What follows belongs to an exercise in optimizing a design on an open flow for small area, a short achievable clock period and few clock cycles; a production flow would make more cautious choices.
In this exercise RTL edits were held to simulation tests only and were not proved equivalent to the original.
Power is estimated from default activity; no workload was simulated.

==> flow/design.v <==
package dpc_pkg;
	localparam int PIX_W  = 8;
	localparam int DIM_W  = 9;
	localparam int CNT_W  = 17;
	localparam int SUM_W  = 24;
	localparam int CFG_IW = 3;
	localparam int CFG_DW = 17;
endpackage
module dark_pixel_centroid (
	input  logic        clk,
	input  logic        arst_n,
	input  logic        cfg_valid,
	output logic        cfg_ready,
	input  logic [2:0]  cfg_index,
	input  logic [16:0] cfg_data,
	input  logic        s_tvalid,
	output logic        s_tready,
	input  logic [7:0]  s_tdata,
	input  logic        s_tlast,
	output logic        m_tvalid,
	input  logic        m_tready,
	output logic [39:0] m_tdata,
	output logic        m_tuser
);
	logic [7:0]  cfg_wm1;                         
	logic [8:0]  cfg_xs1, cfg_xe1, cfg_ys1, cfg_ye1;   
	logic [7:0]  cfg_thr;
	logic [16:0] cfg_min, cfg_max;
	logic [8:0]  cfg_dec;
	assign cfg_ready = 1'b1;
	always_comb begin
		for (int i = 0; i < 9; i++) cfg_dec[i] = cfg_data[i] ^ ~|(cfg_data[8:0] & ((9'd1 << i) - 9'd1));
	end
	always_ff @(posedge clk or negedge arst_n) begin
		if (!arst_n) begin
			cfg_wm1 <= 8'd95;
			cfg_thr <= 8'd85;
			cfg_xs1 <= 9'd9;
			cfg_xe1 <= 9'd85;
			cfg_ys1 <= 9'd9;
			cfg_ye1 <= 9'd85;
			cfg_min <= 17'd180;
			cfg_max <= 17'd3176;
		end else if (cfg_valid) begin
			case (cfg_index)
				3'd0: cfg_wm1 <= cfg_dec[8] ? {8{cfg_data[8]}} : cfg_dec[7:0];
				3'd1: cfg_thr <= cfg_data[7:0];
				3'd2: cfg_xs1 <= cfg_dec;
				3'd3: cfg_xe1 <= cfg_dec;
				3'd4: cfg_ys1 <= cfg_dec;
				3'd5: cfg_ye1 <= cfg_dec;
				3'd6: cfg_min <= cfg_data;
				3'd7: cfg_max <= cfg_data;
				default: ;
			endcase
		end
	end
	logic rdy_q, v0_q, div_q, vld_q, clr_q;
	logic last_q, w0_q;           
	logic lo_q, hi_q, swap_q, fin_q;
	logic clr, last;
	logic [7:0]  col_q, row_q;    
	logic        fs_q;            
	logic        xs_q, xe_q;      
	logic        ys_q, ye_q;      
	logic [16:0] cnt_q;           
	logic        full_q;          
	logic        nz_q, min_q, max_q;   
	logic [26:0] x_q;             
	logic [23:0] y_q;             
	logic        cx_q, cy_q;      
	logic        cd_q;            
	logic        found_q, nf_q;
	assign clr  = clr_q;
	assign last = last_q;
	logic       wrap, inc, eq_min, eq_max;
	logic       xs_d, xe_d, ys_d, ye_d;
	logic       xs_z, xe_z, ys_z, ye_z;
	logic [8:0] sx_lo, sy_lo;
	logic [16:0] sx_hi, sy_hi;
	logic       force_x, force_y;
	assign wrap = col_q == cfg_wm1;
	assign xs_z = &cfg_xs1;
	assign xe_z = &cfg_xe1;
	assign ys_z = &cfg_ys1;
	assign ye_z = &cfg_ye1;
	always_comb begin
		xs_d = xs_q;
		xe_d = xe_q;
		ys_d = ys_q;
		ye_d = ye_q;
		if (clr || last || (fs_q && !v0_q)) begin
			xs_d = xs_z;
			xe_d = xe_z;
			ys_d = ys_z;
			ye_d = ye_z;
		end else if (v0_q) begin
			if (wrap) begin
				xs_d = xs_z;
				xe_d = xe_z;
				if (row_q != 8'hff) begin
					if ({1'b0, row_q} == cfg_ys1) ys_d = 1'b1;
					if ({1'b0, row_q} == cfg_ye1) ye_d = 1'b1;
				end
			end else begin
				if ({1'b0, col_q} == cfg_xs1) xs_d = 1'b1;
				if ({1'b0, col_q} == cfg_xe1) xe_d = 1'b1;
			end
		end
	end
	assign inc    = w0_q && !full_q;
	assign eq_min = cnt_q == cfg_min;
	assign eq_max = cnt_q == cfg_max;
	assign sx_lo   = {1'b0, x_q[7:0]} + {1'b0, col_q & {8{w0_q}}};
	assign sy_lo   = {1'b0, y_q[7:0]} + {1'b0, row_q & {8{w0_q}}};
	assign sx_hi   = {1'b0, x_q[23:8]} + {16'd0, cx_q};
	assign sy_hi   = {1'b0, y_q[23:8]} + {16'd0, cy_q};
	assign force_x = (cx_q && x_q[23:8] == 16'hffff) || (fin_q && (x_q[8] || !found_q));
	assign force_y = (cy_q && y_q[23:8] == 16'hffff) || (fin_q && (y_q[8] || !found_q));
	logic [11:0] lo;
	logic [9:0]  hi;
	logic        neg, found;
	assign neg     = x_q[26];
	assign lo      = {1'b0, x_q[17:8], 1'b1} + {1'b0, cnt_q[9:0] ^ {10{!neg}}, !neg};
	assign hi      = {x_q[26:18], 1'b1} + {{2'b0, cnt_q[16:10]} ^ {9{!neg}}, cd_q};
	assign found = nz_q && (min_q || eq_min) && !max_q;
	always_ff @(posedge clk or negedge arst_n) begin
		if (!arst_n) begin
			rdy_q  <= 1'b0;
			v0_q   <= 1'b0;
			last_q <= 1'b0;
			div_q  <= 1'b0;
			vld_q  <= 1'b0;
			clr_q  <= 1'b1;
			lo_q   <= 1'b0;
			hi_q   <= 1'b0;
			swap_q <= 1'b0;
			fin_q  <= 1'b0;
		end else begin
			v0_q   <= s_tvalid && rdy_q;
			last_q <= s_tvalid && rdy_q && s_tlast;
			clr_q  <= vld_q && m_tready;
			if (clr_q)                     rdy_q <= 1'b1;
			else if (s_tvalid && s_tlast)  rdy_q <= 1'b0;
			if (last_q)        div_q <= 1'b1;
			else if (fin_q)    div_q <= 1'b0;
			if (fin_q)         vld_q <= 1'b1;
			else if (m_tready) vld_q <= 1'b0;
			lo_q   <= div_q && !col_q[0] && (col_q <= 8'd16 || (col_q >= 8'd20 && col_q <= 8'd36));
			hi_q   <= div_q &&  col_q[0] && (col_q <= 8'd17 || (col_q >= 8'd21 && col_q <= 8'd37));
			swap_q <= div_q && col_q == 8'd18;
			fin_q  <= div_q && col_q == 8'd38;
		end
	end
	always_ff @(posedge clk) begin
		w0_q    <= s_tvalid && rdy_q && (s_tdata < cfg_thr) && xs_d && !xe_d && ys_d && !ye_d;
		found_q <= found;
		nf_q    <= !found;
		xs_q <= xs_d;
		xe_q <= xe_d;
		ys_q <= ys_d;
		ye_q <= ye_d;
		if (clr || last) fs_q <= 1'b1;
		else if (v0_q)   fs_q <= 1'b0;
		if (clr || last) begin
			col_q <= '0;
			row_q <= '0;
		end else if (div_q) begin
			col_q <= col_q + 8'd1;
		end else if (v0_q) begin
			if (wrap) begin
				col_q <= '0;
				if (row_q != 8'hff) row_q <= row_q + 8'd1;
			end else begin
				col_q <= col_q + 8'd1;
			end
		end
		cnt_q <= (clr || (fin_q && !found_q)) ? 17'd0 : cnt_q + {16'd0, inc};
		if (clr) begin
			full_q <= 1'b0;
			nz_q   <= 1'b0;
			min_q  <= 1'b0;
			max_q  <= 1'b0;
		end else if (inc) begin
			nz_q  <= 1'b1;
			if (cnt_q == 17'h1fffe) full_q <= 1'b1;
			if (eq_min) min_q <= 1'b1;
			if (eq_max) max_q <= 1'b1;
		end
		cx_q <= sx_lo[8] && !clr;
		cy_q <= sy_lo[8] && !clr;
		y_q  <= clr ? 24'd0 : force_y ? 24'hffffff : {sy_hi[15:0], sy_lo[7:0]};
		if (clr) begin
			x_q <= '0;
		end else if (swap_q) begin
			x_q      <= {3'b0, y_q};
			y_q[8:0] <= x_q[8:0];
		end else if (lo_q) begin
			x_q[17:8] <= lo[10:1];
			cd_q      <= lo[11];
		end else if (hi_q) begin
			x_q <= {hi[8:1], x_q[17:0], !hi[9]};
		end else begin
			x_q <= {3'b0, force_x ? 24'hffffff : {sx_hi[15:0], sx_lo[7:0]}};
		end
	end
	assign s_tready = rdy_q;
	assign m_tvalid = vld_q;
	assign m_tuser  = found_q;
	assign m_tdata  = {5'b0, cnt_q, nf_q, x_q[7:0], nf_q, y_q[7:0]};
endmodule
export LEC_CHECK = 0
export CAP_MARGIN = 20
export CORE_MARGIN = 2
export CORE_UTILIZATION = 40
export CTS_BUF_LIST = sky130_fd_sc_hd__clkbuf_8
export SETUP_SLACK_MARGIN = 2.7
export SLEW_MARGIN = 20
create_clock -name core_clock -period 5.0 [get_ports {clk}]
standard.sh (not shown) runs the stock make flow with config.mk's settings and CLKGATE_MAP_FILE= SYNTH_SCRIPT=/design/flow/synth_recipe.tcl, a recipe that flattens the netlist after the stock synthesis.
==> flow/flow/run.sh <==
#!/bin/bash
# The standard layout (standard.sh: the standard flow's synthesis and ORFS flow, unchanged), with the
# ports buffered by the smallest buffer instead of the resizer's default pick; the resizer
# still upsizes or adds buffers where a port's load or timing needs it.
set -euo pipefail
bash standard.sh finish \
	'BUFFER_PORTS_ARGS=-buffer_cell sky130_fd_sc_hd__buf_1' \
	> make_finish.log 2>&1
Testbench counts at the start, summed over its fixed seeds: cycles 111,092.
Edit:
--- a/flow/design.v
+++ b/flow/design.v
@@ -26,13 +26,11 @@
 	logic [8:0]  cfg_xs1, cfg_xe1, cfg_ys1, cfg_ye1;   
 	logic [7:0]  cfg_thr;
 	logic [16:0] cfg_min, cfg_max;
 	logic [8:0]  cfg_dec;
 	assign cfg_ready = 1'b1;
-	always_comb begin
-		for (int i = 0; i < 9; i++) cfg_dec[i] = cfg_data[i] ^ ~|(cfg_data[8:0] & ((9'd1 << i) - 9'd1));
-	end
+	assign cfg_dec   = cfg_data[8:0] - 9'd1;
 	always_ff @(posedge clk or negedge arst_n) begin
 		if (!arst_n) begin
 			cfg_wm1 <= 8'd95;
 			cfg_thr <= 8'd85;
 			cfg_xs1 <= 9'd9;
Result: The changed run completed without violations; design area barely changes; final cell count came out higher by 1.5%; clock-buffer cell count came out higher by 1; setup slack got worse by 0.015 ns; global-route usage came out lower by 0.41 points; power came out lower by 7.7%; core utilization came out lower by 0.40 points; register-to-register slack improved by 0.02 ns; clock skew barely changes; die area came out higher by 2.2%; flip-flop and latch count is unchanged; sequential share of layout area came out lower by 0.18 points.
Testbench counts after the change, summed over its fixed seeds: cycles 111,092.

what the ideal ports hide:
In the flow no input, the clock included, has a driving cell. The finished layouts below were timed again as built, in two steps.
Step 1: set_driving_cell puts a clkbuf_16 on clk and a buf_2 on each other input, an assumption about the parent block.
Step 2 times the ports against the registers' clock, not the clock port: input delays grow and output delays shrink by t, the midpoint of the rising clock arrivals with the driver on.
a / b / c = ideal ports / drivers / drivers and shift; a / b = the first two.
| run | shift t [ns] | setup slack, ns | clock arrival spread, ns | worst slew at a driven data input, ns |
|---|---|---|---|---|
| the first run | 0.524 | 2.696 / 2.696 / 2.289 | 0.022 / 0.022 | 0.04 |
| the second run | 0.510 | 2.681 / 2.683 / 2.173 | 0.019 / 0.019 | 0.06 |
After both steps setup and hold are still met in every run listed. For the second run, which loses most, drivers alone change the setup slack by +0.002 ns; drivers and shift together by -0.508 ns.
